From an optimization exercise on the open Yosys and OpenROAD flow, aimed at small area, a short achievable clock period and few clock cycles per item; shortcuts taken in it are not production practice. At most, simulation tests tie the RTL to the original design; equivalence was not proved. For run 1, only the layout was checked, not whether the RTL still works. Power is estimated from default activity; no workload was simulated.

$ cat flow/config.mk
export PLATFORM = sky130hd
export DESIGN_NAME = deque_search
export DESIGN_NICKNAME = deque_search
export VERILOG_FILES = /design/flow/design.v
export SDC_FILE = /design/flow/constraint.sdc
export NUM_CORES = 4
export LEC_CHECK = 0
export CAP_MARGIN = 20
export CORE_MARGIN = 2
export CORE_UTILIZATION = 40
export SETUP_SLACK_MARGIN = 2.6
export SLEW_MARGIN = 20
$ cat flow/constraint.sdc
create_clock -name core_clock -period 5.0 [get_ports {clk}]
set_input_delay 1.0000 -clock core_clock [delete_from_list [all_inputs] [get_ports {clk}]]
set_output_delay 1.0000 -clock core_clock [all_outputs]
set_load 0.01 [all_outputs]
$ cat flow/design.v
`timescale 1ns / 1ps
package dqvs_pkg;
  localparam int DEPTH_DEF = 64;
  localparam int COUNT_W   = 7;
  localparam logic [2:0] CMD_PUSH_BACK  = 3'd0;
  localparam logic [2:0] CMD_PUSH_FRONT = 3'd1;
  localparam logic [2:0] CMD_POP_FRONT  = 3'd2;
  localparam logic [2:0] CMD_POP_BACK   = 3'd3;
  localparam logic [2:0] CMD_SEARCH     = 3'd4;
  localparam logic [1:0] ST_OK       = 2'd0;
  localparam logic [1:0] ST_EMPTY    = 2'd1;
  localparam logic [1:0] ST_FULL     = 2'd2;
  localparam logic [1:0] ST_NOTFOUND = 2'd3;
  typedef enum logic {
    S_IDLE,
    S_SEARCH
  } state_t;
  typedef struct packed {
    logic [2:0]         cmd;
    logic signed [31:0] value;
  } in_t;
  typedef struct packed {
    logic [1:0]           status;
    logic signed [31:0]   found_value;
    logic [COUNT_W-1:0]   count;
  } out_t;
endpackage
`timescale 1ns / 1ps
module dqvs_mem #(
  parameter int DEPTH = dqvs_pkg::DEPTH_DEF
) (
  input  logic             clk,
  input  logic [DEPTH-1:0] we,
  input  logic [31:0]      value,
  output logic [DEPTH-1:0] eq
);
  logic [31:0] mem_r [DEPTH];
  for (genvar i = 0; i < DEPTH; i++) begin : g_ent
    always_ff @(posedge clk) begin
      if (we[i]) begin
        mem_r[i] <= value;
      end
    end
    assign eq[i] = (mem_r[i] == value);
  end
endmodule
`timescale 1ns / 1ps
module dqvs_ctrl #(
  parameter int DEPTH = dqvs_pkg::DEPTH_DEF
) (
  input  logic             clk,
  input  logic             rst_n,
  input  logic             start,
  output logic             busy,
  input  dqvs_pkg::in_t    in_data,
  output logic             out_valid,
  output dqvs_pkg::out_t   out_data,
  output logic [DEPTH-1:0] we,
  output logic [31:0]      value,
  input  logic [DEPTH-1:0] eq
);
  localparam int PTR_W = $clog2(DEPTH);
  localparam int CNT_W = $clog2(DEPTH + 1);
  localparam logic [CNT_W-1:0] FULL_CNT = CNT_W'(DEPTH);
  logic              v0_r;
  logic              pb0_r, pf0_r, qf0_r, qb0_r, sr0_r;   
  logic [1:0]        cls0_r;                              
  logic [31:0]       val0_r;
  logic              rst0_n_r;                            
  logic [PTR_W-1:0]  front_r;    
  logic [PTR_W-1:0]  back_r;     
  logic [CNT_W-1:0]  cnt_r;
  logic              full_r, empty_r;
  logic [DEPTH-1:0]  held_r;
  logic              v1_r, srch1_r;
  logic [1:0]        st1_r;
  logic [CNT_W-1:0]  cnt1_r;
  logic [31:0]       key1_r;
  logic [DEPTH-1:0]  match1_r;
  logic              out_valid_r;
  dqvs_pkg::out_t    out_r;
  logic [DEPTH-1:0]  dec_front, dec_back;
  logic [DEPTH-1:0]  clr_held;
  logic              push_b, push_f, pop_f, pop_b, push, pop;
  logic [1:0]        st;
  logic [CNT_W-1:0]  cnt_nxt;
  logic              found;
  always_ff @(posedge clk) begin
    if (!rst_n) begin
      v0_r  <= 1'b0;
      pb0_r <= 1'b0;
      pf0_r <= 1'b0;
      qf0_r <= 1'b0;
      qb0_r <= 1'b0;
    end else begin
      v0_r  <= start;
      pb0_r <= start && (in_data.cmd == dqvs_pkg::CMD_PUSH_BACK);
      pf0_r <= start && (in_data.cmd == dqvs_pkg::CMD_PUSH_FRONT);
      qf0_r <= start && (in_data.cmd == dqvs_pkg::CMD_POP_FRONT);
      qb0_r <= start && (in_data.cmd == dqvs_pkg::CMD_POP_BACK);
    end
  end
  always_ff @(posedge clk) begin
    sr0_r    <= (in_data.cmd == dqvs_pkg::CMD_SEARCH);
    cls0_r   <= {in_data.cmd[2:1] == 2'b00, in_data.cmd[2:1] == 2'b01};
    val0_r   <= in_data.value;
    rst0_n_r <= rst_n;
  end
  assign push_b = pb0_r && !full_r;
  assign push_f = pf0_r && !full_r;
  assign pop_f  = qf0_r && !empty_r;
  assign pop_b  = qb0_r && !empty_r;
  assign push   = push_b || push_f;
  assign pop    = pop_f || pop_b;
  always_comb begin
    st = dqvs_pkg::ST_OK;
    if (cls0_r[1] && full_r)  st = dqvs_pkg::ST_FULL;
    if (cls0_r[0] && empty_r) st = dqvs_pkg::ST_EMPTY;
  end
  for (genvar i = 0; i < DEPTH; i++) begin : g_dec
    assign dec_front[i] = (front_r == PTR_W'(i));
    assign dec_back[i]  = (back_r == PTR_W'(i));
  end
  for (genvar i = 0; i < DEPTH; i++) begin : g_ent
    localparam int NX = (i + 1) % DEPTH;
    assign we[i]       = (push_b && dec_back[i]) || (push_f && dec_front[NX]);
    assign clr_held[i] = (pop_f && dec_front[i]) || (pop_b && dec_back[NX]);
  end
  always_comb begin
    cnt_nxt = cnt_r;
    if (push) cnt_nxt = cnt_r + CNT_W'(1);
    else if (pop) cnt_nxt = cnt_r - CNT_W'(1);
  end
  always_ff @(posedge clk) begin
    if (!rst0_n_r) begin
      front_r <= '0;
      back_r  <= '0;
      cnt_r   <= '0;
      full_r  <= 1'b0;
      empty_r <= 1'b1;
      held_r  <= '0;
    end else begin
      if (push_b) back_r <= back_r + PTR_W'(1);
      if (pop_b)  back_r <= back_r - PTR_W'(1);
      if (push_f) front_r <= front_r - PTR_W'(1);
      if (pop_f)  front_r <= front_r + PTR_W'(1);
      cnt_r   <= cnt_nxt;
      full_r  <= (cnt_nxt == FULL_CNT);
      empty_r <= (cnt_nxt == '0);
      held_r  <= (held_r | we) & ~clr_held;
    end
  end
  always_ff @(posedge clk) begin
    if (!rst_n) begin
      v1_r <= 1'b0;
    end else begin
      v1_r <= v0_r;
    end
  end
  always_ff @(posedge clk) begin
    srch1_r  <= sr0_r;
    st1_r    <= st;
    cnt1_r   <= cnt_nxt;
    key1_r   <= val0_r;
    match1_r <= eq & held_r;
  end
  assign found = |match1_r;
  always_ff @(posedge clk) begin
    if (!rst_n) begin
      out_valid_r <= 1'b0;
    end else begin
      out_valid_r <= v1_r;
    end
  end
  always_ff @(posedge clk) begin
    out_r.count <= cnt1_r;
    if (srch1_r) begin
      out_r.status      <= found ? dqvs_pkg::ST_OK : dqvs_pkg::ST_NOTFOUND;
      out_r.found_value <= found ? key1_r : '0;
    end else begin
      out_r.status      <= st1_r;
      out_r.found_value <= '0;
    end
  end
  assign value     = val0_r;
  assign busy      = 1'b0;
  assign out_valid = out_valid_r;
  assign out_data  = out_r;
endmodule
`timescale 1ns / 1ps
module deque_with_value_search #(
  parameter int DEPTH = dqvs_pkg::DEPTH_DEF
) (
  input  logic           clk,
  input  logic           rst_n,
  input  logic           start,
  output logic           busy,
  input  dqvs_pkg::in_t  in_data,
  output logic           out_valid,
  output dqvs_pkg::out_t out_data
);
  localparam int PTR_W = $clog2(DEPTH);
  logic [DEPTH-1:0] we, eq;
  logic [31:0]      value;
  dqvs_ctrl #(
    .DEPTH(DEPTH)
  ) u_ctrl (
    .clk       (clk),
    .rst_n     (rst_n),
    .start     (start),
    .busy      (busy),
    .in_data   (in_data),
    .out_valid (out_valid),
    .out_data  (out_data),
    .we        (we),
    .value     (value),
    .eq        (eq)
  );
  dqvs_mem #(
    .DEPTH(DEPTH)
  ) u_mem (
    .clk   (clk),
    .we    (we),
    .value (value),
    .eq    (eq)
  );
endmodule
`timescale 1ns / 1ps
module deque_search (
  input  logic        clk,
  input  logic        rst_n,
  input  logic        start,
  output logic        busy,
  input  logic [2:0]  in_cmd,
  input  logic [31:0] in_value,
  output logic        out_valid,
  output logic [1:0]  out_status,
  output logic [31:0] out_found_value,
  output logic [6:0]  out_count
);
  dqvs_pkg::in_t  in_data;
  dqvs_pkg::out_t out_data;
  assign in_data.cmd   = in_cmd;
  assign in_data.value = in_value;
  deque_with_value_search #(
    .DEPTH(dqvs_pkg::DEPTH_DEF)
  ) u_deque (
    .clk       (clk),
    .rst_n     (rst_n),
    .start     (start),
    .busy      (busy),
    .in_data   (in_data),
    .out_valid (out_valid),
    .out_data  (out_data)
  );
  assign out_status      = out_data.status;
  assign out_found_value = out_data.found_value;
  assign out_count       = out_data.count;
endmodule
$ cat flow/run.sh
#!/bin/bash
# synth_recipe.tcl (not shown) runs the flow's synth.tcl, then flattens the netlist and writes it again
# the make line also repeats each setting of config.mk as NAME=value (left out here)
make -C /OpenROAD-flow-scripts/flow DESIGN_CONFIG=/design/flow/config.mk WORK_HOME=/design/flow/orfs CLKGATE_MAP_FILE= SYNTH_SCRIPT=/design/flow/synth_recipe.tcl finish
==> impl_metrics.ini, run 1 <==
[final_layout]
final_util = 0.487
drive_above_1_share = 0.178
fin_cells = 9804
syn_to_final_growth_pct = 20.9
nets = 6507
final_common_cell = edfxtp_1
final_cell_mix = 2,048 x edfxtp_1, 1,697 x xnor2_1, 433 x nand4_1, 353 x xor2_1, 298 x buf_4

[outcome]
status = timing/DRC/antenna clean

[routing]
routedWlPerCell_um = 30.0
wl_mm = 294
drtIter0Drc = 5899
avgViaCountPerCell = 5.45
drtAntennaViolNets = 0
vias = 53400
drc = 0
drtPass1Iterations = 8

[synth]
async_flop_share = 0
synthesis.area_um2 = 94000
seq_area_frac_synth = 0.713
synth_warnings = 3
ys_types = 50
synth-edff-count = 2048
synthesis.nets = 5891
ys_ff_latch = 2323
synth-main-ff-cell = edfxtp_1
avgSynthCellArea_um2 = 16.1
netlist_instances = 5841

[worst_setup_path]
crit_top_cell = nand4_1
cp_num_buf_inv = 2
worstSetupStartpointType = flip-flop
ff2ff_path_depth = 7
slowest_delay_ns = 0.54
cp.required_ns = 5.73
cp_cell_sequence = buf_12 > buf_8 > xnor2_1 > nand4_1 > nor4_2 > nand4_1 > nor4_4
path_class = reg2reg
slowest_stage = nor4_4
worst-path-max-fanout = 22
worstSetupEndpointType = flip-flop
r2r_start = u_deque.u_ctrl.val0_r[14]
r2r_end = u_deque.u_ctrl.match1_r[24]
worstPathArrival_ns = 3.25
critPathTopFamily = simple AND/OR/NAND/NOR gates
regToRegSetupSlack_ns = 2.48

[timing]
slew_headroom = 0.255
skew_ns = 0.0823
finalCritPeriodShare = 0.504
rsz0062_at_grt = true
setup_tns_ns = 0
drv_slew = 0
hold_viol = 0
period_minus_slack_ns = 2.52
worst_pin_slew_ns = 1.11
max_freq_mhz = 397
setup_viol = 0

[global_route]
grt_max_degree = 52
track_usage = 0.240
grt_pass1_wl_mm = 403
busiest_layer = met2
grtUsageMet3 = 0.0402
grt_pass1_vias = 51200
met2_usage = 0.381
grt_antenna_before_repair = 17
grt_use_met1 = 0.337
overflow = 0

[cts]
max-clock-path-buffers = 3
clk_transition_reported_paths_ns = 0.06
cts_tree = yes
clockRootBuffer = clkbuf_16
clock_latency_ns = 0.92
cts.sinks = 2323
cts_max_level = 4
cts_buffers = 235
ctsHoldBuffers = 0

[worst_hold_path]
hold-path-endpoint = u_deque.u_ctrl.out_r[6]
hold-path-cell-count = 0
hold_class = reg2reg
hold_start = u_deque.u_ctrl.cnt1_r[6]

[floorplanning]
io_pins = 81
chipHeight_um = 489
fp.dieArea_um2 = 239000
fp.coreArea_um2 = 233000
start_util = 0.403
rows = 177
die_w_um = 489

[power]
vdd_ir_drop_max_uv = 337
powerDensity_nw_per_um2 = 363
power.leakage_uw = 0.0359

[placed_design]
portBuffers = 79
dp.cells = 9069
dp_hpwl_mm = 159
place_congestion = 0.962

[run]
maxCapViolations = 0
[cell usage after synthesis (18+ instances only)]
master | number | share of area
a22oi_1 | 66 | 0.0053
nor4_1 | 226 | 0.015
nand4_1 | 433 | 0.029
nor2_1 | 27 | 0.0011
and2_1 | 75 | 0.0050
o22ai_1 | 66 | 0.0044
nand2_1 | 36 | 0.0014
buf_4 | 18 | 0.0014
clkbuf_1 | 34 | 0.0014
xor2_1 | 353 | 0.033
xnor2_1 | 1698 | 0.16
nand3_1 | 77 | 0.0041
dfxtp_1 | 275 | 0.059
o211a_1 | 64 | 0.0068
edfxtp_1 | 2048 | 0.65
inv_1 | 18 | 0.00072
buf_2 | 210 | 0.011
[worst max-delay path by stage]
stage | end | cells past startpoint | start
2_1_floorplan | u_deque.u_mem.mem_r[46][0] | 5 | u_deque.u_ctrl.pf0_r
3_3_place_gp | u_deque.u_ctrl.match1_r[24] | 7 | u_deque.u_ctrl.val0_r[14]
3_5_place_dp | u_deque.u_ctrl.match1_r[24] | 7 | u_deque.u_ctrl.val0_r[14]
4_1_cts | u_deque.u_ctrl.match1_r[24] | 7 | u_deque.u_ctrl.val0_r[14]
5_1_grt | u_deque.u_ctrl.match1_r[24] | 7 | u_deque.u_ctrl.val0_r[14]
6_report | u_deque.u_ctrl.match1_r[24] | 7 | u_deque.u_ctrl.val0_r[14]
[cell families (layout without fill, tap and decap cells)]
kind of cell    after synthesis  count (layout)  synth area share
xor+xnor                   2051            2051             0.191
compound gates              226             243            0.0188
fa+ha+maj                    12              12           0.00160
simple gates                941             941            0.0603
other cells                   1               5         0.0000399
flops                      2323            2323             0.713
buf+inv                     287            1097            0.0155
[routing by layer]
layer / vias up / part of all wire / wire (µm)
met4: 8 / 0.032 / 9340
met2: 2112 / 0.46 / 137000
met3: 456 / 0.073 / 21400
met5: - / 0.00016 / 48
met1: 27900 / 0.43 / 127000
li1: 22900 / - / -
[cell type report]
cell class / count / area, µm²
Inverter: 18 / 67.6
Tap cell: 3132 / 3920
Antenna cell: 4 / 10.0
Fill cell: 19400 / 120000
Timing Repair Buffer: 631 / 7410
Clock inverter: 128 / 1330
Sequential cell: 2323 / 67200
Clock buffer: 320 / 6350
Multi-Input combinational cell: 3248 / 27400
[flip-flops by register name, summed over array words and instances (netlist names), 2 cells and up]
| register | count |
|---|---|
| u_deque.u_ctrl.back_r | 6 |
| u_deque.u_ctrl.cls0_r | 2 |
| u_deque.u_ctrl.cnt1_r | 7 |
| u_deque.u_ctrl.cnt_r | 7 |
| u_deque.u_ctrl.front_r | 6 |
| u_deque.u_ctrl.held_r | 64 |
| u_deque.u_ctrl.key1_r | 32 |
| u_deque.u_ctrl.match1_r | 64 |
| u_deque.u_ctrl.out_r | 41 |
| u_deque.u_ctrl.st1_r | 2 |
| u_deque.u_ctrl.val0_r | 32 |
| u_deque.u_mem.mem_r | 2048 |
[metrics by stage]
stage,instance area [µm²],hold slack [ns],total power (µW),setup WS (ns)
floorplan,94400,0.310,22800,1.87
global placement,101000,0.312,23800,1.24
detailed placement,101000,0.315,23800,1.60
CTS,113000,0.329,41500,2.31
global route,114000,0.332,42400,2.46
finish,114000,0.326,41300,2.48
[what timing repair did]
item | 4_1_cts | 5_1_grt
resized for setup | 373 | 123
hold endpoints to repair | 0 | 0
setup buffers | 222 | 35
pin swaps | 37 | 27
gates cloned | 19 | 7
setup endpoints to repair | 1692 | 1208
[power breakdown]
part | internal, µW | leakage [µW] | switching, µW
Combinational | 966 | 0.0115 | 1630
Clock | 9860 | 0.00375 | 7610
Sequential | 21100 | 0.0207 | 74.0
==> run 2, diff against run 1 <==
--- a/flow/design.v
+++ b/flow/design.v
@@ -67,8 +67,8 @@
   logic [1:0]        cls0_r;                              
   logic [31:0]       val0_r;
   logic              rst0_n_r;                            
-  logic [PTR_W-1:0]  front_r;    
-  logic [PTR_W-1:0]  back_r;     
+  logic [7:0]        fhi_r, flo_r;   
+  logic [7:0]        bhi_r, blo_r;   
   logic [CNT_W-1:0]  cnt_r;
   logic              full_r, empty_r;
   logic [DEPTH-1:0]  held_r;
@@ -76,10 +76,9 @@
   logic [1:0]        st1_r;
   logic [CNT_W-1:0]  cnt1_r;
   logic [31:0]       key1_r;
-  logic [DEPTH-1:0]  match1_r;
+  logic [DEPTH/2-1:0] match1_r;   
   logic              out_valid_r;
   dqvs_pkg::out_t    out_r;
-  logic [DEPTH-1:0]  dec_front, dec_back;
   logic [DEPTH-1:0]  clr_held;
   logic              push_b, push_f, pop_f, pop_b, push, pop;
   logic [1:0]        st;
@@ -117,14 +116,15 @@
     if (cls0_r[1] && full_r)  st = dqvs_pkg::ST_FULL;
     if (cls0_r[0] && empty_r) st = dqvs_pkg::ST_EMPTY;
   end
-  for (genvar i = 0; i < DEPTH; i++) begin : g_dec
-    assign dec_front[i] = (front_r == PTR_W'(i));
-    assign dec_back[i]  = (back_r == PTR_W'(i));
-  end
+  logic [7:0] fhi, flo, bhi, blo;
+  assign fhi = fhi_r;
+  assign flo = flo_r;
+  assign bhi = bhi_r;
+  assign blo = blo_r;
   for (genvar i = 0; i < DEPTH; i++) begin : g_ent
     localparam int NX = (i + 1) % DEPTH;
-    assign we[i]       = (push_b && dec_back[i]) || (push_f && dec_front[NX]);
-    assign clr_held[i] = (pop_f && dec_front[i]) || (pop_b && dec_back[NX]);
+    assign we[i]       = (push_b && bhi[i/8] && blo[i%8]) || (push_f && fhi[NX/8] && flo[NX%8]);
+    assign clr_held[i] = (pop_f && fhi[i/8] && flo[i%8]) || (pop_b && bhi[NX/8] && blo[NX%8]);
   end
   always_comb begin
     cnt_nxt = cnt_r;
@@ -133,17 +133,31 @@
   end
   always_ff @(posedge clk) begin
     if (!rst0_n_r) begin
-      front_r <= '0;
-      back_r  <= '0;
+      fhi_r   <= 8'd1;
+      flo_r   <= 8'd1;
+      bhi_r   <= 8'd1;
+      blo_r   <= 8'd1;
       cnt_r   <= '0;
       full_r  <= 1'b0;
       empty_r <= 1'b1;
       held_r  <= '0;
     end else begin
-      if (push_b) back_r <= back_r + PTR_W'(1);
-      if (pop_b)  back_r <= back_r - PTR_W'(1);
-      if (push_f) front_r <= front_r - PTR_W'(1);
-      if (pop_f)  front_r <= front_r + PTR_W'(1);
+      if (push_b) begin
+        blo_r <= {blo_r[6:0], blo_r[7]};
+        if (blo_r[7]) bhi_r <= {bhi_r[6:0], bhi_r[7]};
+      end
+      if (pop_b) begin
+        blo_r <= {blo_r[0], blo_r[7:1]};
+        if (blo_r[0]) bhi_r <= {bhi_r[0], bhi_r[7:1]};
+      end
+      if (pop_f) begin
+        flo_r <= {flo_r[6:0], flo_r[7]};
+        if (flo_r[7]) fhi_r <= {fhi_r[6:0], fhi_r[7]};
+      end
+      if (push_f) begin
+        flo_r <= {flo_r[0], flo_r[7:1]};
+        if (flo_r[0]) fhi_r <= {fhi_r[0], fhi_r[7:1]};
+      end
       cnt_r   <= cnt_nxt;
       full_r  <= (cnt_nxt == FULL_CNT);
       empty_r <= (cnt_nxt == '0);
@@ -162,7 +176,9 @@
     st1_r    <= st;
     cnt1_r   <= cnt_nxt;
     key1_r   <= val0_r;
-    match1_r <= eq & held_r;
+    for (int k = 0; k < DEPTH / 2; k++) begin
+      match1_r[k] <= (eq[2*k] && held_r[2*k]) || (eq[2*k+1] && held_r[2*k+1]);
+    end
   end
   assign found = |match1_r;
   always_ff @(posedge clk) begin
--- a/flow/config.mk
+++ b/flow/config.mk
@@ -7,6 +7,8 @@
 export LEC_CHECK = 0
 export CAP_MARGIN = 20
 export CORE_MARGIN = 2
-export CORE_UTILIZATION = 40
+export CORE_UTILIZATION = 55
+export CTS_CLUSTER_DIAMETER = 100
+export CTS_CLUSTER_SIZE = 24
 export SETUP_SLACK_MARGIN = 2.6
 export SLEW_MARGIN = 20
==> impl_metrics.ini, run 2 <==
[outcome]
status = timing/DRC/antenna clean

[cts]
cts_max_level = 3
clockRootBuffer = clkbuf_16
cts.sinks = 2311
clock_latency_ns = 0.79
cts_tree = yes
max-clock-path-buffers = 3
cts_buffers = 106
clk_transition_reported_paths_ns = 0.09

[worst_hold_path]
hold_class = reg2reg

[floorplanning]
start_util = 0.554
fp.dieArea_um2 = 174000
io_pins = 81
fp.coreArea_um2 = 169000
rows = 151
die_w_um = 417
chipHeight_um = 417

[worst_setup_path]
crit_top_cell = buf_4
cp.required_ns = 5.41
ff2ff_path_depth = 5
worstPathArrival_ns = 2.82
worst-path-max-fanout = 33
startpoint = u_deque.u_ctrl.full_r
r2r_start = u_deque.u_ctrl.full_r
cp_cell_sequence = nand2b_1 > buf_4 > nor2_2 > a22o_1 > buf_4
worstSetupEndpointType = flip-flop
critPathCapture = u_deque.u_mem.mem_r[40][22]
regToRegSetupSlack_ns = 2.60
path_class = reg2reg
slowest_delay_ns = 0.46
r2r_end = u_deque.u_mem.mem_r[40][22]
worstSetupStartpointType = flip-flop
slowest_stage = nor2_2

[final_layout]
nets = 6301
syn_to_final_growth_pct = 11.3
fill_cells = 12700
final_cell_mix = 2,048 x edfxtp_1, 1,047 x xnor2_1, 1,000 x xor2_1, 313 x nand4_1, 269 x nor4_1
largest_register_ffs = 2048
reg.largest.list = u_deque.u_mem.mem_r: 2048 flops, u_deque.u_ctrl.held_r: 64 flops, u_deque.u_ctrl.out_r: 41 flops
drive_above_1_share = 0.102
fin_cells = 8572
final_area_um2 = 104000
regMostFlops = u_deque.u_mem.mem_r
final_common_cell = edfxtp_1

[synth]
synthesis.nets = 5989
async_flop_share = 0
synth-edff-count = 2048
synth_warnings = 3
ys_ff_latch = 2311
avgSynthCellArea_um2 = 15.8
synthTopCellsByCount = 2,048 x edfxtp_1, 1,047 x xnor2_1, 1,000 x xor2_1, 313 x nand4_1, 275 x nor4_1
synth_area_leaders = edfxtp_1 66%, xnor2_1 9.8%, xor2_1 9.3%
yosysTopAreaCell = edfxtp_1
ys_types = 54
yosysMostFrequentCell = edfxtp_1
netlist_instances = 5949
synthesis.area_um2 = 93900
yosys.area.top_type_share = 0.655
seq_area_frac_synth = 0.711
synth-main-ff-cell = edfxtp_1

[routing]
drtPass1Iterations = 6
vias = 51000
drc = 0
avgViaCountPerCell = 5.95
drtIter0Drc = 5413
drtAntennaViolNets = 0
routedWlPerCell_um = 30.2
wl_mm = 259

[timing]
rsz0062_at_grt = true
fin_ws_ns = 2.60
max_freq_mhz = 416
finalCritPeriodShare = 0.480
setup_tns_ns = 0
worst_pin_slew_ns = 1.12
hold_viol = 0
setup_viol = 0
drv_slew = 0
skew_ns = 0.0399
period_minus_slack_ns = 2.40
slew_headroom = 0.251

[power]
powerDensity_nw_per_um2 = 321
power_uw = 33500
swShare = 0.224
p_switching_uw = 7510
power.leakage_uw = 0.0331
vdd_ir_drop_max_uv = 357
internal-power_uw = 26000
power.share.clock = 0.301
pwr-share-seq = 0.629
p_comb_frac = 0.070

[global_route]
grt_pass1_wl_mm = 366
grt_pass1_vias = 48700
grt_max_degree = 59
grt_antenna_before_repair = 11
track_usage = 0.296
overflow = 0

[placed_design]
dp_hpwl_mm = 139
portBuffers = 79
place_congestion = 0.882
dp.cells = 8198
placed_cell_area_um2 = 98900
place_ws_ns = 1.97

[run]
maxCapViolations = 0
## run 2: metrics by stage
| step | utilization | hold slack [ns] |
|---|---|---|
| 2_1_floorplan | - | 0.310 |
| 3_3_place_gp | 0.584 | 0.313 |
| 3_5_place_dp | 0.584 | 0.313 |
| 4_1_cts | 0.613 | 0.337 |
| 5_1_grt | 0.616 | 0.343 |
| 6_report | 0.616 | 0.332 |
## run 2: layer usage
layer,track usage,share of wire,vias to the layer above
met3,0.0377,0.064,328
met2,0.462,0.46,1757
li1,-,-,22300
met4,0.0792,0.030,8
met5,0,0.00018,-
met1,0.441,0.44,26700
## run 2: power by group through the flow
stage                     clock network (µW)  registers, µW  logic [µW]
after floorplan                            0          21600        1090
after global routing                   10900          21100        2480
after CTS                              10300          21100        2290
final                                  10100          21100        2360
after global placement                     0          21700        1820
after detailed placement                   0          21700        1840
## run 2: cell type report
cell class              count  area, µm²  share of cell area
repair buffers            508       5770              0.0552
multi-input cells        3318      25900               0.248
clock inverters             4       42.5            0.000407
well taps                2218       2780              0.0266
inverters                  16       61.3            0.000587
flip-flops and latches   2311      66900               0.640
clock buffers             196       3050              0.0292
diodes                      1       2.50           0.0000240
## run 2: repair_timing
| action | CTS | global route |
|---|---|---|
| hold buffers | 0 | 0 |
| resized for setup | 113 | 55 |
| endpoints found under the setup margin | 2048 | 1525 |
| buffers inserted | 127 | 44 |
| pin swaps | 2 | 2 |
| gates cloned | 2 | 0 |
## run 2: worst min-delay path by stage
stage                             startpoint                      end  slack (ns)  cells past startpoint
floorplan           u_deque.u_ctrl.cnt1_r[0]  u_deque.u_ctrl.out_r[0]        0.31                      0
global placement        u_deque.u_ctrl.sr0_r   u_deque.u_ctrl.srch1_r        0.31                      0
detailed placement  u_deque.u_ctrl.cnt1_r[0]  u_deque.u_ctrl.out_r[0]        0.31                      0
CTS                 u_deque.u_ctrl.cnt1_r[6]  u_deque.u_ctrl.out_r[6]        0.34                      0
global route        u_deque.u_ctrl.cnt1_r[6]  u_deque.u_ctrl.out_r[6]        0.34                      0
finish              u_deque.u_ctrl.cnt1_r[6]  u_deque.u_ctrl.out_r[6]        0.33                      0
## run 2: worst max-delay path: cells and delay by family, from the launching register on
family,cells,cell delay (ns)
buffers and inverters,2,0.69
AOI/OAI and AO/OA,1,0.21
and+or+nand+nor,2,0.71
DFF,1,0.37
## run 2: logic make-up (layout without fill, tap and decap cells)
group / Yosys count / after routing / share of synthesized area
and+or+nand+nor: 1020 / 1020 / 0.0618
other: 1 / 2 / 0.0000400
AOI/OAI and AO/OA: 232 / 234 / 0.0189
muxes: 14 / 14 / 0.00152
xor gates and xnor gates: 2047 / 2047 / 0.191
DFF: 2311 / 2311 / 0.711
adders and majority gates: 2 / 2 / 0.000267
buffers and inverters: 322 / 724 / 0.0151
Testbench counts of run 2, summed over its fixed seeds: cycles 12,024, commands 12,000.
==> run 3, diff against run 2 <==
--- a/flow/design.v
+++ b/flow/design.v
@@ -63,7 +63,7 @@
   localparam int CNT_W = $clog2(DEPTH + 1);
   localparam logic [CNT_W-1:0] FULL_CNT = CNT_W'(DEPTH);
   logic              v0_r;
-  logic              pb0_r, pf0_r, qf0_r, qb0_r, sr0_r;   
+  logic              pb0_ok_r, pf0_ok_r, qf0_ok_r, qb0_ok_r, sr0_r;
   logic [1:0]        cls0_r;                              
   logic [31:0]       val0_r;
   logic              rst0_n_r;                            
@@ -84,19 +84,20 @@
   logic [1:0]        st;
   logic [CNT_W-1:0]  cnt_nxt;
   logic              found;
+  logic              full_nxt, empty_nxt;
   always_ff @(posedge clk) begin
     if (!rst_n) begin
       v0_r  <= 1'b0;
-      pb0_r <= 1'b0;
-      pf0_r <= 1'b0;
-      qf0_r <= 1'b0;
-      qb0_r <= 1'b0;
+      pb0_ok_r <= 1'b0;
+      pf0_ok_r <= 1'b0;
+      qf0_ok_r <= 1'b0;
+      qb0_ok_r <= 1'b0;
     end else begin
       v0_r  <= start;
-      pb0_r <= start && (in_data.cmd == dqvs_pkg::CMD_PUSH_BACK);
-      pf0_r <= start && (in_data.cmd == dqvs_pkg::CMD_PUSH_FRONT);
-      qf0_r <= start && (in_data.cmd == dqvs_pkg::CMD_POP_FRONT);
-      qb0_r <= start && (in_data.cmd == dqvs_pkg::CMD_POP_BACK);
+      pb0_ok_r <= start && (in_data.cmd == dqvs_pkg::CMD_PUSH_BACK)  && !full_nxt;
+      pf0_ok_r <= start && (in_data.cmd == dqvs_pkg::CMD_PUSH_FRONT) && !full_nxt;
+      qf0_ok_r <= start && (in_data.cmd == dqvs_pkg::CMD_POP_FRONT)  && !empty_nxt;
+      qb0_ok_r <= start && (in_data.cmd == dqvs_pkg::CMD_POP_BACK)   && !empty_nxt;
     end
   end
   always_ff @(posedge clk) begin
@@ -105,10 +106,10 @@
     val0_r   <= in_data.value;
     rst0_n_r <= rst_n;
   end
-  assign push_b = pb0_r && !full_r;
-  assign push_f = pf0_r && !full_r;
-  assign pop_f  = qf0_r && !empty_r;
-  assign pop_b  = qb0_r && !empty_r;
+  assign push_b = pb0_ok_r;
+  assign push_f = pf0_ok_r;
+  assign pop_f  = qf0_ok_r;
+  assign pop_b  = qb0_ok_r;
   assign push   = push_b || push_f;
   assign pop    = pop_f || pop_b;
   always_comb begin
@@ -131,6 +132,8 @@
     if (push) cnt_nxt = cnt_r + CNT_W'(1);
     else if (pop) cnt_nxt = cnt_r - CNT_W'(1);
   end
+  assign full_nxt  = rst0_n_r && ((push && cnt_r == FULL_CNT - CNT_W'(1)) || (full_r && !pop));
+  assign empty_nxt = !rst0_n_r || (pop && cnt_r == CNT_W'(1)) || (empty_r && !push);
   always_ff @(posedge clk) begin
     if (!rst0_n_r) begin
       fhi_r   <= 8'd1;
@@ -159,8 +162,8 @@
         if (flo_r[0]) fhi_r <= {fhi_r[0], fhi_r[7:1]};
       end
       cnt_r   <= cnt_nxt;
-      full_r  <= (cnt_nxt == FULL_CNT);
-      empty_r <= (cnt_nxt == '0);
+      full_r  <= full_nxt;
+      empty_r <= empty_nxt;
       held_r  <= (held_r | we) & ~clr_held;
     end
   end
==> impl_metrics.ini, run 3 <==
[outcome]
status = timing/DRC/antenna clean

[cts]
clockRootBuffer = clkbuf_16
cts_max_level = 3
clk_transition_reported_paths_ns = 0.10
cts_buffers = 106
cts_tree = yes
ctsHoldBuffers = 0
max-clock-path-buffers = 3
cts.sinks = 2311
clock_latency_ns = 0.78

[power]
powerDensity_nw_per_um2 = 323
power_uw = 33700
power.leakage_uw = 0.0336
vdd_ir_drop_max_uv = 376

[worst_setup_path]
worstPathArrival_ns = 3.07
worstSetupEndpointType = flip-flop
worst-path-max-fanout = 18
cp.required_ns = 5.62
worstSetupStartpointType = flip-flop
path_class = reg2reg

[placed_design]
place_congestion = 0.919
dp.cells = 8156
dp_hpwl_mm = 147
portBuffers = 79

[global_route]
grt_pass1_wl_mm = 370
grt_use_met1 = 0.459
busiest_layer = met2
met2_usage = 0.468
grt_pass1_vias = 47800
grt_antenna_before_repair = 16
overflow = 0
track_usage = 0.299
grt_max_degree = 81
grtUsageMet3 = 0.0311

[synth]
synth-edff-count = 2048
synthesis.nets = 5915
yosysTopAreaCell = edfxtp_1
synthesis.area_um2 = 94400
synth_area_leaders = edfxtp_1 65%, xnor2_1 10%, xor2_1 8.9%
yosysMostFrequentCell = edfxtp_1
ys_types = 45
netlist_instances = 5874
async_flop_share = 0
avgSynthCellArea_um2 = 16.1
ys_ff_latch = 2311
seq_area_frac_synth = 0.707
synth_warnings = 3
synth-main-ff-cell = edfxtp_1
synthTopCellsByCount = 2,048 x edfxtp_1, 1,090 x xnor2_1, 963 x xor2_1, 323 x nand4_1, 266 x nor4_1
yosys.area.top_type_share = 0.651

[final_layout]
final_common_cell = edfxtp_1
largest_register_ffs = 2048
reg.largest.list = u_deque.u_mem.mem_r: 2048 flops, u_deque.u_ctrl.held_r: 64 flops, u_deque.u_ctrl.out_r: 41 flops
final_cell_mix = 2,048 x edfxtp_1, 1,089 x xnor2_1, 963 x xor2_1, 323 x nand4_1, 301 x buf_4
final_util = 0.610
regMostFlops = u_deque.u_mem.mem_r
drive_above_1_share = 0.101
syn_to_final_growth_pct = 10.5
fin_cells = 8515
nets = 6228

[floorplanning]
chipHeight_um = 418
die_w_um = 418
fp.dieArea_um2 = 175000
rows = 152
io_pins = 81
start_util = 0.552
fp.coreArea_um2 = 171000

[timing]
skew_ns = 0.0328
max_freq_mhz = 409
slew_headroom = 0.431
setup_tns_ns = 0
worst_pin_slew_ns = 0.853
whs_ns = 0.334
drv_slew = 0
hold_viol = 0
finalCritPeriodShare = 0.489
period_minus_slack_ns = 2.44
setup_viol = 0
rsz0062_at_grt = true

[routing]
vias = 50800
drtPass1Iterations = 5
routedWlPerCell_um = 31.3
avgViaCountPerCell = 5.97
drtIter0Drc = 6229
wl_mm = 266
drtAntennaViolNets = 0
drc = 0

[worst_hold_path]
hold_class = reg2reg

[run]
maxCapViolations = 0
[run 3: cell count changes after synthesis, sizes merged, moves of 30 or more]
| cell | before | now |
|---|---|---|
| o211a | 3 | 56 |
| nor3 | 125 | 69 |
| nor2 | 93 | 17 |
| xnor2 | 1047 | 1091 |
| a22o | 112 | 57 |
| a22oi | 0 | 56 |
| buf | 206 | 236 |
| xor2 | 1000 | 963 |
[run 3: routing by layer]
metal / share of wire / vias to the layer above
li1: - / 22000
met1: 0.45 / 26600
met2: 0.46 / 1925
met3: 0.067 / 237
met4: 0.022 / 2
met5: 0.000049 / -
[run 3: what timing repair did]
item | 4_1_cts | 5_1_grt
pin swaps | 0 | 2
buffers inserted | 152 | 1
hold endpoints to repair | 0 | 0
gates cloned | 0 | 3
gates resized for setup | 107 | 38
endpoints found under the setup margin | 1497 | 1041
[run 3: cell families (layout without fill, tap and decap cells)]
logic type               count (synthesis)  count (layout)  synth area share
flip-flops                            2311            2311             0.707
XOR/XNOR                              2054            2054             0.191
AND/OR/NAND/NOR                        898             898            0.0557
buffers and inverters                  321             724            0.0220
AO/OA/AOI/OAI                          277             277            0.0230
multiplexers                             9               9          0.000954
adder cells (fa/ha/maj)                  3               3          0.000398
other                                    1               6         0.0000397
[run 3: worst max-delay path: stages, from the launching register on]
cell and delay [ns]:
dfxtp_4 0.47, buf_16 0.26, buf_6 0.28, xnor2_1 0.16, nand4_1 0.13, nor4_1 0.33
nand4_1 0.20, o22ai_4 0.42
[run 3: power breakdown]
| group | leakage, µW | internal (µW) | switching, µW |
|---|---|---|---|
| Clock | 0.00151 | 4320 | 5980 |
| Sequential | 0.0206 | 21000 | 84.4 |
| Combinational | 0.0115 | 853 | 1520 |
[run 3: per-stage QoR]
stage | area [µm²] | setup slack (ns)
3_3_place_gp | 98900 | 1.64
3_5_place_dp | 98900 | 1.61
4_1_cts | 104000 | 2.45
5_1_grt | 104000 | 2.51
2_1_floorplan | 94400 | 2.65
6_report | 104000 | 2.56
[run 3: area by class of cell]
| cell class | count | area [µm²] |
|---|---|---|
| Inverter | 8 | 30.0 |
| Fill cell | 12800 | 66700 |
| Clock buffer | 193 | 3090 |
| Multi-Input combinational cell | 3242 | 25700 |
| Clock inverter | 5 | 82.6 |
| Timing Repair Buffer | 518 | 5670 |
| Tap cell | 2233 | 2790 |
| Sequential cell | 2311 | 66900 |
| Antenna cell | 5 | 12.5 |
[run 3: path summary, 6_finish.rpt]
check,cells after the start,slack [ns],start,to
worst max register to register,7,2.56,u_deque.u_ctrl.val0_r[12],u_deque.u_ctrl.match1_r[30]
worst max-delay path,7,2.56,u_deque.u_ctrl.val0_r[12],u_deque.u_ctrl.match1_r[30]
worst min register to register,0,0.33,u_deque.u_ctrl.cnt1_r[3],u_deque.u_ctrl.out_r[3]
worst min-delay path,0,0.33,u_deque.u_ctrl.cnt1_r[3],u_deque.u_ctrl.out_r[3]
Testbench counts of run 3, summed over its fixed seeds: cycles 12,024, commands 12,000.
==> run 4, diff against run 3 <==
--- a/flow/config.mk
+++ b/flow/config.mk
@@ -10,5 +10,5 @@
 export CORE_UTILIZATION = 55
 export CTS_CLUSTER_DIAMETER = 100
 export CTS_CLUSTER_SIZE = 24
-export SETUP_SLACK_MARGIN = 2.6
+export SETUP_SLACK_MARGIN = 2.3
 export SLEW_MARGIN = 20
==> impl_metrics.ini, run 4 <==
[timing]
max_freq_mhz = 357
skew_ns = 0.0383
drv_slew = 0
setup_viol = 0
setup_tns_ns = 0
rsz0062_at_grt = true
period_minus_slack_ns = 2.80
worst_pin_slew_ns = 1.26
finalCritPeriodShare = 0.560
slew_headroom = 0.160
hold_viol = 0
whs_ns = 0.334

[worst_hold_path]
hold_class = reg2reg

[floorplanning]
start_util = 0.552
chipHeight_um = 418
io_pins = 81
rows = 152
fp.coreArea_um2 = 171000
die_w_um = 418
fp.dieArea_um2 = 175000

[outcome]
status = timing/DRC/antenna clean

[run]
maxCapViolations = 0

[synth]
netlist_instances = 5874
avgSynthCellArea_um2 = 16.1
seq_area_frac_synth = 0.707
synth_warnings = 3
synth-edff-count = 2048
synth_area_leaders = edfxtp_1 65%, xnor2_1 10%, xor2_1 8.9%
ys_types = 45
synthesis.area_um2 = 94400
synthTopCellsByCount = 2,048 x edfxtp_1, 1,090 x xnor2_1, 963 x xor2_1, 323 x nand4_1, 266 x nor4_1
async_flop_share = 0
yosys.area.top_type_share = 0.651
synthesis.nets = 5915
ys_ff_latch = 2311
yosysMostFrequentCell = edfxtp_1
synth-main-ff-cell = edfxtp_1
yosysTopAreaCell = edfxtp_1

[cts]
clockRootBuffer = clkbuf_16
cts_buffers = 106
max-clock-path-buffers = 3
clock_latency_ns = 0.78
ctsHoldBuffers = 0
clk_transition_reported_paths_ns = 0.10
cts_tree = yes
cts.sinks = 2311
cts_max_level = 3

[routing]
drtIter0Drc = 5971
drtPass1Iterations = 6
avgViaCountPerCell = 5.94
drtAntennaViolNets = 0
wl_mm = 259
vias = 50200
drc = 0
routedWlPerCell_um = 30.6

[final_layout]
final_common_cell = edfxtp_1
fill_cells = 12900
regMostFlops = u_deque.u_mem.mem_r
drive_above_1_share = 0.0867
reg.largest.list = u_deque.u_mem.mem_r: 2048 flops, u_deque.u_ctrl.held_r: 64 flops, u_deque.u_ctrl.out_r: 41 flops
final_cell_mix = 2,048 x edfxtp_1, 1,090 x xnor2_1, 963 x xor2_1, 323 x nand4_1, 271 x buf_4
syn_to_final_growth_pct = 9.60
nets = 6166
largest_register_ffs = 2048

[power]
powerDensity_nw_per_um2 = 325
power.leakage_uw = 0.0333
vdd_ir_drop_max_uv = 374

[worst_setup_path]
worstSetupStartpointType = flip-flop
cp.required_ns = 5.62
startpoint = u_deque.u_ctrl.val0_r[28]
r2r_start = u_deque.u_ctrl.val0_r[28]
ff2ff_path_depth = 6
path_class = reg2reg
regToRegSetupSlack_ns = 2.20
r2r_end = u_deque.u_ctrl.match1_r[30]
critPathCapture = u_deque.u_ctrl.match1_r[30]
worstPathArrival_ns = 3.42
worstSetupEndpointType = flip-flop
worst-path-max-fanout = 80

[global_route]
grt_antenna_before_repair = 12
grt_pass1_vias = 47500
overflow = 0
track_usage = 0.293
grt_max_degree = 81
grt_pass1_wl_mm = 364

[placed_design]
place_congestion = 0.919
dp_hpwl_mm = 147
portBuffers = 79
==> run 4: worst min-delay path by stage <==
stage	from	endpoint	depth (start not counted)
floorplan	u_deque.u_ctrl.cnt1_r[0]	u_deque.u_ctrl.out_r[0]	0
global placement	u_deque.u_ctrl.cnt1_r[3]	u_deque.u_ctrl.out_r[3]	0
detailed placement	u_deque.u_ctrl.cnt1_r[0]	u_deque.u_ctrl.out_r[0]	0
CTS	u_deque.u_ctrl.cnt1_r[3]	u_deque.u_ctrl.out_r[3]	0
global route	u_deque.u_ctrl.cnt1_r[0]	u_deque.u_ctrl.out_r[0]	0
finish	u_deque.u_ctrl.cnt1_r[3]	u_deque.u_ctrl.out_r[3]	0
==> run 4: cell type report <==
class | count | area [µm²] | share of cell area
clock inverters | 5 | 82.6 | 0.000798
multi-input cells | 3242 | 25600 | 0.248
inverters | 8 | 30.0 | 0.000290
diodes | 4 | 10.0 | 0.0000968
flip-flops and latches | 2311 | 66900 | 0.647
repair buffers | 456 | 4960 | 0.0479
well taps | 2233 | 2790 | 0.0270
clock buffers | 193 | 3090 | 0.0298
==> run 4: where the power goes <==
group          internal [µW]  switching [µW]
registers              21000             151
clock network           4310            5950
logic                    792            1400
==> run 4: metal layers <==
layer	GRT usage	share of wire
met1	0.450	0.46
met2	0.457	0.46
met4	0.0545	0.019
met3	0.0348	0.062
met5	0	0.000077
==> run 4: cells by family (layout without fill, tap and decap cells) <==
group,Yosys count,count (layout),share of synthesized area
AOI/OAI and AO/OA,277,277,0.0230
and+or+nand+nor,898,898,0.0557
adders and majority gates,3,3,0.000398
buffers and inverters,321,662,0.0220
other,1,5,0.0000397
DFF,2311,2311,0.707
xor gates and xnor gates,2054,2054,0.191
muxes,9,9,0.000954
==> run 4: worst max-delay path: stages, from the launching register on <==
cell and delay [ns]:
dfxtp_4 0.39, buf_12 0.19, xnor2_1 0.44, nand4_1 0.14, nor4_1 0.30, nand4_1 0.23, o22ai_4 0.49
==> run 4: per-stage QoR <==
stage               utilization  std cells  total power (µW)  setup slack, ns  instance area (µm²)
global route              0.605       8449             34500             2.21               103000
global placement          0.578       8156             23500             1.64                98900
detailed placement        0.578       8156             23600             1.61                98900
CTS                       0.603       8423             33800             2.23               103000
floorplan                     -       5874             22700             2.65                94400
finish                    0.605       8452             33600             2.20               103000
==> run 4: repair_timing <==
item                                   4_1_cts  5_1_grt
gates resized for setup                     11       12
setup endpoints to repair                    9      206
endpoints found under the hold margin        0        0
pin swaps                                    0        1
buffers inserted                            69       25
==> run 5, diff against run 4 <==
--- a/flow/config.mk
+++ b/flow/config.mk
@@ -10,5 +10,5 @@
 export CORE_UTILIZATION = 55
 export CTS_CLUSTER_DIAMETER = 100
 export CTS_CLUSTER_SIZE = 24
-export SETUP_SLACK_MARGIN = 2.3
+export SETUP_SLACK_MARGIN = 2.75
 export SLEW_MARGIN = 20
==> impl_metrics.ini, run 5 <==
[outcome]
status = timing/DRC/antenna clean

[placed_design]
placed_cell_area_um2 = 98700
place_congestion = 0.907
portBuffers = 79
dp_hpwl_mm = 143

[worst_setup_path]
slowest_delay_ns = 0.50
worst-path-max-fanout = 10
worstSetupEndpointType = flip-flop
startpoint = u_deque.u_ctrl.val0_r[22]
path_class = reg2reg
r2r_start = u_deque.u_ctrl.val0_r[22]
crit_top_cell = nand4_1
cp.required_ns = 5.61
cp_cell_sequence = buf_16 > xnor2_1 > nand4_1 > nor4_2 > nand4_1 > o22ai_4
worstSetupStartpointType = flip-flop
worstPathArrival_ns = 2.91
slowest_stage = dfxtp_4

[final_layout]
regMostFlops = u_deque.u_mem.mem_r
final_common_cell = edfxtp_1
syn_to_final_growth_pct = 12.5
final_cell_mix = 2,048 x edfxtp_1, 1,087 x xnor2_1, 963 x xor2_1, 323 x nand4_1, 290 x buf_4
largest_register_ffs = 2048
reg.largest.list = u_deque.u_mem.mem_r: 2048 flops, u_deque.u_ctrl.held_r: 64 flops, u_deque.u_ctrl.out_r: 41 flops
nets = 6290
drive_above_1_share = 0.125
final_util = 0.621
final_area_um2 = 106000

[worst_hold_path]
hold_start = u_deque.u_ctrl.cnt1_r[5]
hold_class = reg2reg

[routing]
drc = 0
vias = 52600
drtAntennaViolNets = 0
drtPass1Iterations = 8
wl_mm = 287
drtIter0Drc = 6800
avgViaCountPerCell = 6.13
routedWlPerCell_um = 33.4

[floorplanning]
chipHeight_um = 418
rows = 152
fp.coreArea_um2 = 171000
die_w_um = 418
io_pins = 81
fp.dieArea_um2 = 175000
start_util = 0.552

[timing]
skew_ns = 0.0252
max_freq_mhz = 436
rsz0062_at_grt = true
setup_viol = 0
period_minus_slack_ns = 2.30
drv_slew = 0
hold_viol = 0
setup_tns_ns = 0
slew_headroom = 0.431
finalCritPeriodShare = 0.459
worst_pin_slew_ns = 0.852

[cts]
clk_transition_reported_paths_ns = 0.10
cts_buffers = 106
cts_tree = yes
cts_max_level = 3
max-clock-path-buffers = 3
clockRootBuffer = clkbuf_16
cts.sinks = 2311
clock_latency_ns = 0.78

[synth]
yosysTopAreaCell = edfxtp_1
synth_warnings = 3
async_flop_share = 0
yosys.area.top_type_share = 0.651
synth-main-ff-cell = edfxtp_1
ys_types = 45
synthesis.area_um2 = 94400
synth-edff-count = 2048
ys_ff_latch = 2311
yosysMostFrequentCell = edfxtp_1
synth_area_leaders = edfxtp_1 65%, xnor2_1 10%, xor2_1 8.9%
avgSynthCellArea_um2 = 16.1
seq_area_frac_synth = 0.707
netlist_instances = 5874
synthTopCellsByCount = 2,048 x edfxtp_1, 1,090 x xnor2_1, 963 x xor2_1, 323 x nand4_1, 266 x nor4_1
synthesis.nets = 5915

[power]
power_uw = 34000
powerDensity_nw_per_um2 = 320
power.leakage_uw = 0.0346
vdd_ir_drop_max_uv = 277

[global_route]
grt_pass1_wl_mm = 385
grt_antenna_before_repair = 15
overflow = 0
grt_pass1_vias = 48100
track_usage = 0.315
grt_max_degree = 73

[run]
maxCapViolations = 0
## run 5: cell types whose count changed in the layout (fill, tap and decap cells not counted), sizes merged, moves of 2 or more
cell           previous run  this run
dlymetal6s2s              9         0
buf                     377       511
clkbuf                  193       210
bufinv                    2         0
clkinv                    2         0
clkdlybuf4s50            69        37
bufbuf                    0        19
## run 5: final timing paths
| check | end | cells after the start | slack, ns |
|---|---|---|---|
| worst max-delay path | u_deque.u_ctrl.match1_r[3] | 6 | 2.70 |
| worst min-delay path | u_deque.u_ctrl.out_r[5] | 0 | 0.33 |
| worst max register to register | u_deque.u_ctrl.match1_r[3] | 6 | 2.70 |
| worst min register to register | u_deque.u_ctrl.out_r[5] | 0 | 0.33 |
## run 5: cell type report
class | instances | area [µm²]
Inverter | 8 | 30.0
Sequential cell | 2311 | 66900
Timing Repair Buffer | 580 | 7210
Multi-Input combinational cell | 3242 | 26100
Clock buffer | 197 | 3120
Antenna cell | 4 | 10.0
Clock inverter | 3 | 25.0
Fill cell | 12600 | 64800
Tap cell | 2233 | 2790
## run 5: report_power, final
part | leakage, µW | switching [µW] | internal, µW | total (µW)
Clock | 0.00149 | 6010 | 4250 | 10300
Combinational | 0.0125 | 1670 | 990 | 2660
Sequential | 0.0206 | 88.2 | 21000 | 21100
## run 5: kinds of logic (layout without fill, tap and decap cells)
group | count (synthesis) | in the layout | synth area share
AO/OA/AOI/OAI | 277 | 277 | 0.0230
XOR/XNOR | 2054 | 2054 | 0.191
adder cells (fa/ha/maj) | 3 | 3 | 0.000398
buffers and inverters | 321 | 788 | 0.0220
flip-flops | 2311 | 2311 | 0.707
multiplexers | 9 | 9 | 0.000954
other | 1 | 5 | 0.0000397
AND/OR/NAND/NOR | 898 | 898 | 0.0557
## run 5: stage by stage
stage / instances / hold slack (ns) / setup WS [ns]
2_1_floorplan: 5874 / 0.310 / 2.86
3_3_place_gp: 8136 / 0.315 / 1.51
3_5_place_dp: 8136 / 0.312 / 1.63
4_1_cts: 8540 / 0.332 / 2.62
5_1_grt: 8575 / 0.346 / 2.65
6_report: 8578 / 0.334 / 2.70
## run 5: layer usage
layer	share of wire	up-vias	wire length (µm)	track usage
met1	0.44	27800	125000	0.480
met2	0.46	2299	133000	0.499
met4	0.025	2	7200	0.0566
li1	-	22200	-	-
met5	0.000031	-	9	0
met3	0.074	283	21100	0.0308
## run 5: worst max-delay path: cells and delay by family (launching register included)
kind                      cells  cell delay [ns]
AOI/OAI and AO/OA             1             0.42
and+or+nand+nor               3             0.70
DFF                           1             0.50
xor gates and xnor gates      1             0.15
buffers and inverters         1             0.24
## run 5: what timing repair did
item                                    in CTS  in global routing
cloned                                      19                 13
endpoints found under the hold margin        0                  0
setup buffers                              185                 21
gates resized for setup                    287                106
hold buffers                                 0                  0
endpoints found under the setup margin    2224                903
pin swaps                                   10                 20
==> run 6, diff against run 5 <==
--- a/flow/design.v
+++ b/flow/design.v
@@ -92,12 +92,20 @@
       pf0_ok_r <= 1'b0;
       qf0_ok_r <= 1'b0;
       qb0_ok_r <= 1'b0;
+      pbl_r    <= '0;
+      pfl_r    <= '0;
+      qfl_r    <= '0;
+      qbl_r    <= '0;
     end else begin
       v0_r  <= start;
       pb0_ok_r <= start && (in_data.cmd == dqvs_pkg::CMD_PUSH_BACK)  && !full_nxt;
       pf0_ok_r <= start && (in_data.cmd == dqvs_pkg::CMD_PUSH_FRONT) && !full_nxt;
       qf0_ok_r <= start && (in_data.cmd == dqvs_pkg::CMD_POP_FRONT)  && !empty_nxt;
       qb0_ok_r <= start && (in_data.cmd == dqvs_pkg::CMD_POP_BACK)   && !empty_nxt;
+      pbl_r    <= {8{start && (in_data.cmd == dqvs_pkg::CMD_PUSH_BACK)  && !full_nxt}}  & blo_nxt;
+      pfl_r    <= {8{start && (in_data.cmd == dqvs_pkg::CMD_PUSH_FRONT) && !full_nxt}}  & flo_nxt;
+      qfl_r    <= {8{start && (in_data.cmd == dqvs_pkg::CMD_POP_FRONT)  && !empty_nxt}} & flo_nxt;
+      qbl_r    <= {8{start && (in_data.cmd == dqvs_pkg::CMD_POP_BACK)   && !empty_nxt}} & blo_nxt;
     end
   end
   always_ff @(posedge clk) begin
@@ -117,15 +125,40 @@
     if (cls0_r[1] && full_r)  st = dqvs_pkg::ST_FULL;
     if (cls0_r[0] && empty_r) st = dqvs_pkg::ST_EMPTY;
   end
-  logic [7:0] fhi, flo, bhi, blo;
-  assign fhi = fhi_r;
-  assign flo = flo_r;
-  assign bhi = bhi_r;
-  assign blo = blo_r;
+  logic [7:0] pbl_r, pfl_r, qfl_r, qbl_r;   
+  logic [7:0] fhi_nxt, flo_nxt, bhi_nxt, blo_nxt;
   for (genvar i = 0; i < DEPTH; i++) begin : g_ent
     localparam int NX = (i + 1) % DEPTH;
-    assign we[i]       = (push_b && bhi[i/8] && blo[i%8]) || (push_f && fhi[NX/8] && flo[NX%8]);
-    assign clr_held[i] = (pop_f && fhi[i/8] && flo[i%8]) || (pop_b && bhi[NX/8] && blo[NX%8]);
+    assign we[i]       = (bhi_r[i/8] && pbl_r[i%8]) || (fhi_r[NX/8] && pfl_r[NX%8]);
+    assign clr_held[i] = (fhi_r[i/8] && qfl_r[i%8]) || (bhi_r[NX/8] && qbl_r[NX%8]);
+  end
+  always_comb begin
+    fhi_nxt = fhi_r;
+    flo_nxt = flo_r;
+    bhi_nxt = bhi_r;
+    blo_nxt = blo_r;
+    if (push_b) begin
+      blo_nxt = {blo_r[6:0], blo_r[7]};
+      if (blo_r[7]) bhi_nxt = {bhi_r[6:0], bhi_r[7]};
+    end
+    if (pop_b) begin
+      blo_nxt = {blo_r[0], blo_r[7:1]};
+      if (blo_r[0]) bhi_nxt = {bhi_r[0], bhi_r[7:1]};
+    end
+    if (pop_f) begin
+      flo_nxt = {flo_r[6:0], flo_r[7]};
+      if (flo_r[7]) fhi_nxt = {fhi_r[6:0], fhi_r[7]};
+    end
+    if (push_f) begin
+      flo_nxt = {flo_r[0], flo_r[7:1]};
+      if (flo_r[0]) fhi_nxt = {fhi_r[0], fhi_r[7:1]};
+    end
+    if (!rst0_n_r) begin
+      fhi_nxt = 8'd1;
+      flo_nxt = 8'd1;
+      bhi_nxt = 8'd1;
+      blo_nxt = 8'd1;
+    end
   end
   always_comb begin
     cnt_nxt = cnt_r;
@@ -145,22 +178,10 @@
       empty_r <= 1'b1;
       held_r  <= '0;
     end else begin
-      if (push_b) begin
-        blo_r <= {blo_r[6:0], blo_r[7]};
-        if (blo_r[7]) bhi_r <= {bhi_r[6:0], bhi_r[7]};
-      end
-      if (pop_b) begin
-        blo_r <= {blo_r[0], blo_r[7:1]};
-        if (blo_r[0]) bhi_r <= {bhi_r[0], bhi_r[7:1]};
-      end
-      if (pop_f) begin
-        flo_r <= {flo_r[6:0], flo_r[7]};
-        if (flo_r[7]) fhi_r <= {fhi_r[6:0], fhi_r[7]};
-      end
-      if (push_f) begin
-        flo_r <= {flo_r[0], flo_r[7:1]};
-        if (flo_r[0]) fhi_r <= {fhi_r[0], fhi_r[7:1]};
-      end
+      fhi_r   <= fhi_nxt;
+      flo_r   <= flo_nxt;
+      bhi_r   <= bhi_nxt;
+      blo_r   <= blo_nxt;
       cnt_r   <= cnt_nxt;
       full_r  <= full_nxt;
       empty_r <= empty_nxt;
--- a/flow/config.mk
+++ b/flow/config.mk
@@ -10,5 +10,5 @@
 export CORE_UTILIZATION = 55
 export CTS_CLUSTER_DIAMETER = 100
 export CTS_CLUSTER_SIZE = 24
-export SETUP_SLACK_MARGIN = 2.75
+export SETUP_SLACK_MARGIN = 2.6
 export SLEW_MARGIN = 20
==> impl_metrics.ini, run 6 <==
[cts]
clk_transition_reported_paths_ns = 0.10
cts_tree = yes
cts_buffers = 107
max-clock-path-buffers = 3
cts.sinks = 2343
clock_latency_ns = 0.79
ctsHoldBuffers = 0
cts_max_level = 3
clockRootBuffer = clkbuf_16

[power]
power.leakage_uw = 0.0343
powerDensity_nw_per_um2 = 323
vdd_ir_drop_max_uv = 364
power_uw = 33900

[global_route]
track_usage = 0.297
grt_pass1_vias = 48800
grt_pass1_wl_mm = 369
grt_antenna_before_repair = 14
overflow = 0
grt_max_degree = 55

[final_layout]
largest_register_ffs = 2048
drive_above_1_share = 0.0977
final_util = 0.613
syn_to_final_growth_pct = 11.0
final_common_cell = edfxtp_1
reg.largest.list = u_deque.u_mem.mem_r: 2048 flops, u_deque.u_ctrl.held_r: 64 flops, u_deque.u_ctrl.out_r: 41 flops
nets = 6305
regMostFlops = u_deque.u_mem.mem_r
fin_cells = 8673
final_cell_mix = 2,048 x edfxtp_1, 1,051 x xnor2_1, 993 x xor2_1, 317 x buf_4, 311 x nand4_1
fill_cells = 12900

[synth]
ys_types = 45
yosys.area.top_type_share = 0.649
synthesis.nets = 5990
ys_ff_latch = 2343
synth-edff-count = 2048
synth_area_leaders = edfxtp_1 65%, xnor2_1 9.7%, xor2_1 9.2%
yosysTopAreaCell = edfxtp_1
yosysMostFrequentCell = edfxtp_1
seq_area_frac_synth = 0.712
synthTopCellsByCount = 2,048 x edfxtp_1, 1,051 x xnor2_1, 993 x xor2_1, 311 x nand4_1, 295 x dfxtp_1
synth_warnings = 3
synthesis.area_um2 = 94700
async_flop_share = 0
synth-main-ff-cell = edfxtp_1
avgSynthCellArea_um2 = 15.9
netlist_instances = 5949

[routing]
drtPass1Iterations = 6
drc = 0
avgViaCountPerCell = 5.90
drtAntennaViolNets = 0
drtIter0Drc = 5082
wl_mm = 263
vias = 51100
routedWlPerCell_um = 30.4

[timing]
max_freq_mhz = 419
slew_headroom = 0.208
rsz0062_at_grt = true
fin_ws_ns = 2.61
finalCritPeriodShare = 0.478
skew_ns = 0.0401
setup_tns_ns = 0
period_minus_slack_ns = 2.39
setup_viol = 0
worst_pin_slew_ns = 1.19
hold_viol = 0
drv_slew = 0

[worst_setup_path]
path_class = reg2reg
critPathTopFamily = buffers and inverters
worstSetupStartpointType = flip-flop
worst-path-max-fanout = 35
slowest_stage = dfxtp_4
startpoint = u_deque.u_ctrl.val0_r[25]
cp.required_ns = 5.65
r2r_start = u_deque.u_ctrl.val0_r[25]
worstSetupEndpointType = flip-flop
cp_num_buf_inv = 2
cp_cell_sequence = buf_12 > buf_4 > xor2_1 > nor4_1 > nand4_1 > o22ai_2
slowest_delay_ns = 0.52
worstPathArrival_ns = 3.03

[floorplanning]
fp.dieArea_um2 = 176000
io_pins = 81
chipHeight_um = 419
start_util = 0.553
rows = 152
die_w_um = 419
fp.coreArea_um2 = 171000

[placed_design]
portBuffers = 79
dp.cells = 8288
place_ws_ns = 2.00
dp_hpwl_mm = 143
place_congestion = 0.810

[worst_hold_path]
hold_class = reg2reg
hold_start = u_deque.u_ctrl.sr0_r

[outcome]
status = timing/DRC/antenna clean

[run]
maxCapViolations = 0
==> run 6: what timing repair did <==
| item | 4_1_cts | 5_1_grt |
|---|---|---|
| endpoints found under the setup margin | 143 | 45 |
| gates cloned | 0 | 1 |
| gates resized for setup | 90 | 17 |
| setup buffers | 120 | 56 |
==> run 6: area by class of cell <==
type / count / area, µm² / share of cell area
Antenna cell: 5 / 12.5 / 0.000119
Clock buffer: 197 / 3080 / 0.0293
Clock inverter: 6 / 65.1 / 0.000619
Inverter: 34 / 128 / 0.00121
Multi-Input combinational cell: 3250 / 25700 / 0.244
Sequential cell: 2343 / 67500 / 0.643
Tap cell: 2310 / 2890 / 0.0275
Timing Repair Buffer: 528 / 5720 / 0.0544
==> run 6: final timing paths <==
path | endpoint | slack [ns] | depth (start not counted)
setup / recovery | u_deque.u_ctrl.match1_r[1] | 2.61 | 6
setup reg to reg | u_deque.u_ctrl.match1_r[1] | 2.61 | 6
hold reg to reg | u_deque.u_ctrl.srch1_r | 0.32 | 0
hold / removal | u_deque.u_ctrl.srch1_r | 0.32 | 0
==> run 6: per-layer routing <==
metal / GRT usage / up-vias / wire [µm] / part of all wire
met4: 0.0775 / 10 / 7040 / 0.027
met2: 0.466 / 1794 / 122000 / 0.46
met1: 0.441 / 26800 / 116000 / 0.44
met3: 0.0382 / 288 / 18400 / 0.070
li1: - / 22300 / - / -
met5: 0 / - / 70 / 0.00027
==> run 6: worst register-to-register path, delay by kind of cell, from the launching register on <==
family,cells,cell delay (ns)
AO/OA/AOI/OAI,1,0.36
XOR/XNOR,1,0.11
buffers and inverters,2,0.70
flip-flops,1,0.52
AND/OR/NAND/NOR,2,0.56
==> run 6: kinds of logic after synthesis <==
family / Yosys count / synth area share
muxes: 16 / 0.00169
other: 1 / 0.0000396
DFF: 2343 / 0.712
adders and majority gates: 3 / 0.000396
buffers and inverters: 356 / 0.0181
and+or+nand+nor: 904 / 0.0551
AOI/OAI and AO/OA: 282 / 0.0241
xor gates and xnor gates: 2044 / 0.189
==> run 6: through the flow <==
step,instance area [µm²],hold slack (ns)
CTS,104000,0.332
global route,105000,0.337
global placement,99700,0.311
finish,105000,0.321
floorplan,94800,0.310
detailed placement,99700,0.314
==> run 6: where the power goes <==
part           internal [µW]  switching [µW]
clock                   4210            6050
combinational            841            1490
sequential             21200            92.9
Testbench counts of run 6, summed over its fixed seeds: cycles 12,024, commands 12,000.
==> run 7, diff against run 6 <==
--- a/flow/config.mk
+++ b/flow/config.mk
@@ -10,5 +10,6 @@
 export CORE_UTILIZATION = 55
 export CTS_CLUSTER_DIAMETER = 100
 export CTS_CLUSTER_SIZE = 24
+export PLACE_DENSITY = 0.7
 export SETUP_SLACK_MARGIN = 2.6
 export SLEW_MARGIN = 20
==> impl_metrics.ini, run 7 <==
[final_layout]
final_common_cell = edfxtp_1
drive_above_1_share = 0.0985
ff_latch_area_um2 = 67500
syn_to_final_growth_pct = 10.7
fin_cells = 8659
multi_input_area_um2 = 25700
fill_cells = 12400
final_cell_mix = 2,048 x edfxtp_1, 1,051 x xnor2_1, 993 x xor2_1, 322 x buf_4, 311 x nand4_1
regMostFlops = u_deque.u_mem.mem_r
nets = 6293
reg.largest.list = u_deque.u_mem.mem_r: 2048 flops, u_deque.u_ctrl.held_r: 64 flops, u_deque.u_ctrl.out_r: 41 flops
largest_register_ffs = 2048

[placed_design]
place_congestion = 0.863
portBuffers = 79
dp_hpwl_mm = 141
dp.cells = 8272

[worst_hold_path]
hold_class = reg2reg

[worst_setup_path]
regToRegSetupSlack_ns = 2.63
worst-path-max-fanout = 42
worstSetupEndpointType = flip-flop
path_class = reg2reg
worstSetupStartpointType = flip-flop
worstPathArrival_ns = 3.08
cp.required_ns = 5.71

[cts]
cts_max_level = 3
ctsHoldBuffers = 0
max-clock-path-buffers = 3
clk_transition_reported_paths_ns = 0.09
cts_tree = yes
clock_latency_ns = 0.79
clockRootBuffer = clkbuf_16
cts.sinks = 2343
cts_buffers = 108

[floorplanning]
fp.coreArea_um2 = 171000
die_w_um = 419
rows = 152
start_util = 0.553
chipHeight_um = 419
io_pins = 81
fp.dieArea_um2 = 176000

[routing]
drtPass1Iterations = 6
drtIter0Drc = 6908
wl_mm = 259
vias = 52400
routedWlPerCell_um = 29.9
drtAntennaViolNets = 0
drc = 0
avgViaCountPerCell = 6.05

[synth]
yosys.area.top_type_share = 0.649
synthesis.area_um2 = 94700
synth_warnings = 3
ys_types = 45
synth-main-ff-cell = edfxtp_1
synth_area_leaders = edfxtp_1 65%, xnor2_1 9.7%, xor2_1 9.2%
async_flop_share = 0
seq_area_frac_synth = 0.712
ys_ff_latch = 2343
yosysMostFrequentCell = edfxtp_1
netlist_instances = 5949
synth-edff-count = 2048
synthTopCellsByCount = 2,048 x edfxtp_1, 1,051 x xnor2_1, 993 x xor2_1, 311 x nand4_1, 295 x dfxtp_1
synthesis.nets = 5990
yosysTopAreaCell = edfxtp_1
avgSynthCellArea_um2 = 15.9

[global_route]
grt_antenna_before_repair = 12
track_usage = 0.289
overflow = 0
grt_pass1_vias = 49400
grt_max_degree = 71
grt_pass1_wl_mm = 363

[power]
vdd_ir_drop_max_uv = 337
powerDensity_nw_per_um2 = 323
power.leakage_uw = 0.0342

[timing]
slew_headroom = 0.245
skew_ns = 0.0393
hold_viol = 0
period_minus_slack_ns = 2.37
setup_viol = 0
finalCritPeriodShare = 0.474
worst_pin_slew_ns = 1.13
rsz0062_at_grt = true
setup_tns_ns = 0
drv_slew = 0
max_freq_mhz = 422

[run]
maxCapViolations = 0

[outcome]
status = timing/DRC/antenna clean
-- run 7: cell counts after synthesis --
Identical to the previous run, type by type.
-- run 7: worst paths after layout --
kind,from,endpoint,cells after the start
worst max register to register,u_deque.u_ctrl.val0_r[31],u_deque.u_ctrl.match1_r[15],6
worst max-delay path,u_deque.u_ctrl.val0_r[31],u_deque.u_ctrl.match1_r[15],6
worst min register to register,u_deque.u_ctrl.cnt1_r[4],u_deque.u_ctrl.out_r[4],0
worst min-delay path,u_deque.u_ctrl.cnt1_r[4],u_deque.u_ctrl.out_r[4],0
-- run 7: logic make-up (layout without fill, tap and decap cells) --
| group | count (synthesis) | after routing | share of synthesized area |
|---|---|---|---|
| buf+inv | 356 | 751 | 0.0181 |
| compound gates | 282 | 282 | 0.0241 |
| simple gates | 904 | 904 | 0.0551 |
| mux | 16 | 16 | 0.00169 |
| other cells | 1 | 6 | 0.0000396 |
| xor+xnor | 2044 | 2044 | 0.189 |
| flops | 2343 | 2343 | 0.712 |
| fa+ha+maj | 3 | 3 | 0.000396 |
-- run 7: cell type report --
cell class	count	share of cell area
inverter	34	0.00122
clock inverter	9	0.00135
timing repair buffer	515	0.0516
antenna	5	0.000119
multi-input combinational	3250	0.245
tap	2310	0.0276
clock buffer	193	0.0290
sequential	2343	0.644
-- run 7: what timing repair did --
item,in CTS,in global routing
gates resized for setup,130,18
buffers inserted,103,74
setup endpoints to repair,105,86
gates cloned,1,2
-- run 7: critical path: stages (launching register included) --
cell	delay, ns
dfxtp_4	0.62
buf_12	0.31
xor2_1	0.11
nor4_1	0.33
nand4_1	0.15
or4_1	0.54
o22ai_1	0.17
-- run 7: report_power, final --
group,switching (µW),internal (µW)
clock network,6040,4210
logic,1480,819
registers,99.5,21200
total,7610,26300
-- run 7: stage by stage --
step | area (µm²) | hold WS, ns | util | setup WS (ns) | power, µW
after floorplan | 94800 | 0.310 | - | 2.84 | 22900
after global placement | 99400 | 0.313 | 0.580 | 2.16 | 23700
after detailed placement | 99400 | 0.313 | 0.580 | 2.18 | 23800
after CTS | 104000 | 0.337 | 0.607 | 2.60 | 33900
after global routing | 105000 | 0.340 | 0.612 | 2.43 | 34700
final | 105000 | 0.335 | 0.612 | 2.63 | 33900
-- run 7: metal layers --
layer,global-route usage,share of wire,vias up
met5,0,0.00031,-
met4,0.0917,0.031,10
met3,0.0536,0.10,369
met2,0.447,0.46,2683
met1,0.418,0.41,27100
li1,-,-,22300

Check on run 7: ideal ports give 2.628 ns setup slack; a clkbuf_16 on the clock port and buf_2 on the inputs give 2.565 ns; moving port delays by the midpoint clock arrival (0.860 ns) as well gives 2.248 ns.
